Context: an optimization exercise on an open-source flow, tuned for small area, a short achievable clock period and few clock cycles. The choices shown serve that exercise and are no tape-out recipe. Function was checked by simulation only, so behaviour that the tests miss may differ from the original. Power and IR drop assume default switching activity.

Setup of P:
// mips_core
module mips_core #(
    parameter logic [31:0] RESET_PC = 32'h0000_0000
) (
    input  logic        clk,
    input  logic        rst_n,
    output logic [31:0] imem_addr,
    input  logic [31:0] imem_data,
    output logic        wb_cyc,
    output logic        wb_stb,
    output logic        wb_we,
    output logic [31:0] wb_adr,
    output logic [31:0] wb_dat_w,
    input  logic [31:0] wb_dat_r,
    input  logic        wb_ack,
    output logic        rf_we,
    output logic [4:0]  rf_waddr,
    output logic [31:0] rf_wdata
);
    logic [29:0] pc;                  
    logic        d_valid;
    logic [31:0] d_instr;
    logic [29:0] d_pc;
    logic        d_pred;              
    logic        e_wr;                
    logic        e_ld;                
    logic        e_mem;               
    logic        e_iss;               
    logic        e_st;                
    logic        e_br;                
    logic        e_bne;
    logic        e_pred;
    logic        e_k0;                
    logic        e_k1;                
    logic        e_sub, e_and, e_or, e_slt;
    logic        e_fwda, e_fwdb, e_fwds;      
    logic        e_wfwda, e_wfwdb, e_wfwds;   
    logic [4:0]  e_dest;
    logic [31:0] e_a, e_b, e_sd;
    logic [29:0] e_alt;               
    logic        m_wr;
    logic        m_ld;                
    logic        m_lb;                
    logic [4:0]  m_dest;
    logic [31:0] m_result;
    logic        b_cyc;
    logic        b_we;
    logic [31:0] b_adr;
    logic [31:0] b_dat;
    logic        w_we;
    logic [4:0]  w_dest;
    logic [31:0] w_data;
    logic        ex_hold;             
    logic        mem_hold;            
  ...
For scale: roughly 1400 flip-flops, roughly 200 I/O pins, roughly 0.065 sq mm of cells after synthesis.
==> flow/config.mk <==
export PLATFORM = sky130hd
export DESIGN_NAME = mips_core
export DESIGN_NICKNAME = mips_core
export VERILOG_FILES = /design/flow/design.v
export SDC_FILE = /design/flow/constraint.sdc
export NUM_CORES = 4
export LEC_CHECK = 0
export CAP_MARGIN = 20
export CORE_MARGIN = 2
export CORE_UTILIZATION = 45
export CTS_CLUSTER_DIAMETER = 100
export CTS_CLUSTER_SIZE = 28
export PLACE_DENSITY = 0.6
export SETUP_SLACK_MARGIN = 5
export SLEW_MARGIN = 20
==> flow/constraint.sdc <==
create_clock -name core_clock -period 9.0 [get_ports {clk}]
set_input_delay 1.8000 -clock core_clock [delete_from_list [all_inputs] [get_ports {clk}]]
set_output_delay 1.8000 -clock core_clock [all_outputs]
set_load 0.01 [all_outputs]
standard.sh (not shown) runs the stock make flow with config.mk's settings and CLKGATE_MAP_FILE= SYNTH_SCRIPT=/design/flow/synth_recipe.tcl, a recipe that flattens the netlist after the stock synthesis.
==> flow/flow/run.sh <==
#!/bin/bash
set -euo pipefail
bash standard.sh "BUFFER_PORTS_ARGS=-buffer_cell sky130_fd_sc_hd__buf_2" \
    finish > standard.log 2>&1
P has completed all stages; timing, DRC and antenna checks passed.
Testbench counts of P, summed over its fixed seeds: cycles 5,824.
Modified inputs, Q compared to P
- removing CTS_CLUSTER_SIZE (formerly 28)
- removing CTS_CLUSTER_DIAMETER (formerly 100)
==> flow/flow/run.sh <==
#!/bin/bash
# Standard layout (the standard.sh, unchanged synthesis), except that
#  - the port buffers are plain buf_2 cells (repair may still resize them)
set -euo pipefail
bash standard.sh "SETUP_SLACK_MARGIN=5.3" \
    "BUFFER_PORTS_ARGS=-buffer_cell sky130_fd_sc_hd__buf_2" \
    finish > standard.log 2>&1
Findings:
- Q ran to completion and came out clean on the timing, design-rule and antenna checks.
- Length of the first detailed-routing pass in iterations: Q vs P up 1
- Number of global-route vias before repair went up by a few percent going from P to Q.
- The faster design of the two is Q; P tops out lower.
- Q: area growth from synthesis to final layout higher than P
- From Q to P, area after synthesis did not move at all.
- Changes observed in Q relative to P: part of the power in the clock network up 12 points; met3 wire length up about 2%.
- Non-clock buffer instance count of the final layout, Q vs P: up by a little under 10%
Inputs modified between Q and R:
- CTS_CLUSTER_SIZE newly set to 20
- CTS_CLUSTER_DIAMETER newly set to 80
==> flow/flow/run.sh <==
#!/bin/bash
set -euo pipefail
bash standard.sh "BUFFER_PORTS_ARGS=-buffer_cell sky130_fd_sc_hd__buf_2" \
    finish > standard.log 2>&1
Results
R completed end to end with timing, DRC and antenna clean. Detailed placer's ending HPWL: R > Q. R against Q: power density normalized to cell area fell 8.4%, worst slew margin relative to its limit -6.1 points, sequential share of layout area rose by 2.4 points, slew at the pin with the worst max-slew slack moved up, register-to-register slack down 130 ps. Relative to Q, the clock-pin transition on the worst setup and hold timing paths of R is higher by 30 ps. When the final numbers for Q and R were put side by side, the routed length on met2 turned out to be smaller in R. Detailed route, R vs Q: via total lower for R.
What S does differently from R at the input level:
- CTS_CLUSTER_SIZE now 24, was 20
- CTS_CLUSTER_DIAMETER now 90, was 80
Findings:
No stage failed in S, and the final checks on the layout all came back clean.
[compare] base=R new=S: hold slack about even; post-route cell area down 1.1%; count of multi-input combinational gates held steady; required arrival time at the worst endpoint went down; final setup skew went down.
Inputs modified between S and T:
- clearing CTS_CLUSTER_SIZE, which used to be 24
- clearing CTS_CLUSTER_DIAMETER, which used to be 90
Results
- Reported for T and S, row count turned out identical to the last digit.
- Count of clock-buffer cells in the layout (T over S): increase, 110%
- Looking at global-route wire length before repair, T sits 1.1% higher than S does.

## afterwards: timing with drivers on the ports
In the flow no input, the clock included, has a driving cell. The finished layouts below were timed again as built, in two steps.
Step 1, drivers: a clkbuf_16 drives clk and a buf_2 each remaining input, both assumed.
Step 2 moves the port delays by t, midway between the first and last clock arrival at a register: inputs arrive t later, outputs are due t later. That takes back most of the time a late clock gives input paths.
Three values: no drivers, after step 1, after step 2; two values: the first two.
| run | t (ns) | setup WS [ns] | worst register clock-pin slew, ns |
|---|---|---|---|
| P | 0.837 | 5.008 / 5.008 / 4.261 | 0.12 / 0.12 |
| Q | 0.861 | 5.063 / 5.063 / 4.469 | 0.07 / 0.07 |
| R | 0.802 | 4.934 / 4.934 / 4.270 | 0.09 / 0.09 |
| S | 0.817 | 5.029 / 5.067 / 4.269 | 0.10 / 0.10 |
| T | 0.877 | 5.019 / 5.019 / 4.265 | 0.07 / 0.07 |
After both steps setup and hold are still met in every run listed. For S, which loses most, drivers alone change the setup slack by +0.038 ns; drivers and shift together by -0.760 ns.
